From an optimization exercise on the open Yosys and OpenROAD flow, aimed at small area and a short achievable clock period; shortcuts taken in it are not production practice. RTL that was checked went through simulation tests only; none was proved equivalent to the original. Power is estimated from default activity; no workload was simulated.

Design ex_top, start of the top module:
module ex_top (
    input  logic            clk,
    input  logic            rst_n,
    input  logic            in_valid,
    input  logic [31:0]     inst,
    input  logic [xlen-1:0] pc,
    input  logic [xlen-1:0] rs1_data,
    input  logic [xlen-1:0] rs2_data,
    output logic            out_valid,
    output logic            jump_branch,
    output logic [xlen-1:0] result,
    output logic [xlen-1:0] dnpc,
    output logic [xlen-1:0] mdata
);
For scale: roughly 3000 cells after synthesis, about 190 flip-flops, about 420 I/O pins.
export LEC_CHECK = 0
export CAP_MARGIN = 20
export CORE_MARGIN = 2
export CORE_UTILIZATION = 30
export PLACE_DENSITY = 0.5
export SLEW_MARGIN = 20
export TNS_END_PERCENT = 10
create_clock -name core_clock -period 13.0 [get_ports {clk}]
standard.sh (not shown) runs the stock make flow with config.mk's settings and CLKGATE_MAP_FILE= SYNTH_SCRIPT=/design/flow/synth_recipe.tcl, a recipe that flattens the netlist after the stock synthesis.
==> flow/flow/run.sh <==
#!/bin/bash
set -euo pipefail
export BUFFER_PORTS_ARGS="-buffer_cell sky130_fd_sc_hd__buf_1"
if [[ -f flow/extra.env ]]; then
  set -a; source flow/extra.env; set +a
fi
bash standard.sh synth > synth.log 2>&1
bash standard.sh finish > layout.log 2>&1
==> flow/flow/extra.env <==
SETUP_SLACK_MARGIN=9
Next try:
==> flow/flow/extra.env (replaced) <==
SETUP_SLACK_MARGIN=7.5
Settings changed: CORE_UTILIZATION 30 to 40, PLACE_DENSITY 0.5 to 0.6.
What happened: Critical path depth goes up by 1; total power goes down by 1.4%; non-clock buffer count goes up by 37; setup slack loses 0.17 ns; routed wire length goes down by 6.4%; synthesized cell count does not change.
Next try:
Settings changed: CORE_UTILIZATION 40 to 30, PLACE_DENSITY 0.6 to 0.5.
What happened: The new run completed with no timing, DRC or antenna violations; wire length goes up by 7.8%; clock power went up by 7.0%; synthesized area is unchanged; final area barely changes; die area is higher by 33%; combinational power is about the same; fmax rose by 2.3%; worst hold slack got worse by 0.012 ns; global-route usage decreases by 8.5 points; non-clock buffer count is lower by 41; count of clock-buffer cells in the layout went down by 2.

* * *

ex_top, a different RTL version from the one above (not shown whole).
Size: roughly 3,400 cells after synthesis, about 420 I/O pins.
Settings: LEC_CHECK=0, ABC_CLOCK_PERIOD_IN_PS=4000, CAP_MARGIN=20, CORE_MARGIN=2, CORE_UTILIZATION=45, PLACE_DENSITY=0.65, SETUP_SLACK_MARGIN=5, SLEW_MARGIN=20, TNS_END_PERCENT=100; clock period 13.0 ns.
run.sh (not shown) runs the stock make flow with config.mk's settings and CLKGATE_MAP_FILE= SYNTH_SCRIPT=/design/flow/synth_recipe.tcl, a recipe that flattens the netlist after the stock synthesis.
Stock flow here: none of the scripts above is used.
The first run went through all stages and came out clean.
==> next run, changes <==
==> flow/flow/run.sh (new file) <==
#!/bin/bash
set -euo pipefail
export BUFFER_PORTS_ARGS="-buffer_cell sky130_fd_sc_hd__buf_1"
if [[ -f flow/extra.env ]]; then
  set -a; source flow/extra.env; set +a
fi
bash standard.sh synth > synth.log 2>&1
bash standard.sh finish > layout.log 2>&1
==> flow/flow/extra.env (new file) <==
SETUP_SLACK_MARGIN=7.5
==> flow/standard.sh (new file) <==
#!/bin/bash
# synth_recipe.tcl (not shown) runs the flow's synth.tcl, then flattens the netlist and writes it again
# the make line also repeats each setting of config.mk as NAME=value (left out here)
make -C /OpenROAD-flow-scripts/flow DESIGN_CONFIG=/design/flow/config.mk WORK_HOME=/design/flow/orfs CLKGATE_MAP_FILE= SYNTH_SCRIPT=/design/flow/synth_recipe.tcl "${@:-finish}"
--- a/flow/config.mk
+++ b/flow/config.mk
@@ -8 +8 @@
-export ABC_CLOCK_PERIOD_IN_PS = 4000
+export ABC_CLOCK_PERIOD_IN_PS = 3000
@@ -11,3 +11,2 @@
-export CORE_UTILIZATION = 45
-export PLACE_DENSITY = 0.65
-export SETUP_SLACK_MARGIN = 5
+export CORE_UTILIZATION = 35
+export PLACE_DENSITY = 0.55
@@ -15 +14 @@
-export TNS_END_PERCENT = 100
+export TNS_END_PERCENT = 10
removed: flow/run.sh
After rerunning:
- power went up slightly
- non-clock buffer count went up by 109
- setup slack improved by 1.5 ns
- die area went up by a quarter to a third
- area after synthesis is unchanged
- clock skew is unchanged
- final area stays flat
Function was not checked in any run of this note: the RTL went through the layout flow alone.

[static timing again, ports no longer ideal]
No port has a modelled driver above. Below, the same layouts with a new extraction and two added sets of constraints.
Step 1, drivers: a clkbuf_16 drives clk and a buf_2 each remaining input, both assumed.
Step 2, shift: input delay + t, output delay - t, t = (earliest + latest rising clock arrival at the registers) / 2. This alone moves slack from input paths to output paths.
Slacks: ideal ports / drivers / drivers and shift; pairs: ideal ports / drivers.
run	t (ns)	setup slack, ns	clock arrival spread, ns	worst data-port slew with drivers (ns)	cell pins on the clock port's net
the first run of note 1	0.596	6.401 / 6.345 / 5.749	0.020 / 0.020	0.15	1
the second run of note 1	0.579	6.233 / 6.214 / 5.635	0.021 / 0.020	0.09	1
the third run of note 1	0.597	6.385 / 6.324 / 5.727	0.022 / 0.022	0.15	1
the first run of note 2	0.589	5.085 / 5.106 / 4.517	0.029 / 0.029	0.07	1
the second run of note 2	0.609	6.559 / 6.606 / 5.997	0.025 / 0.026	0.08	1
After both steps every run listed still meets setup and hold. For the third run of note 1, which loses most, drivers alone change the setup slack by -0.061 ns; drivers and shift together by -0.658 ns.
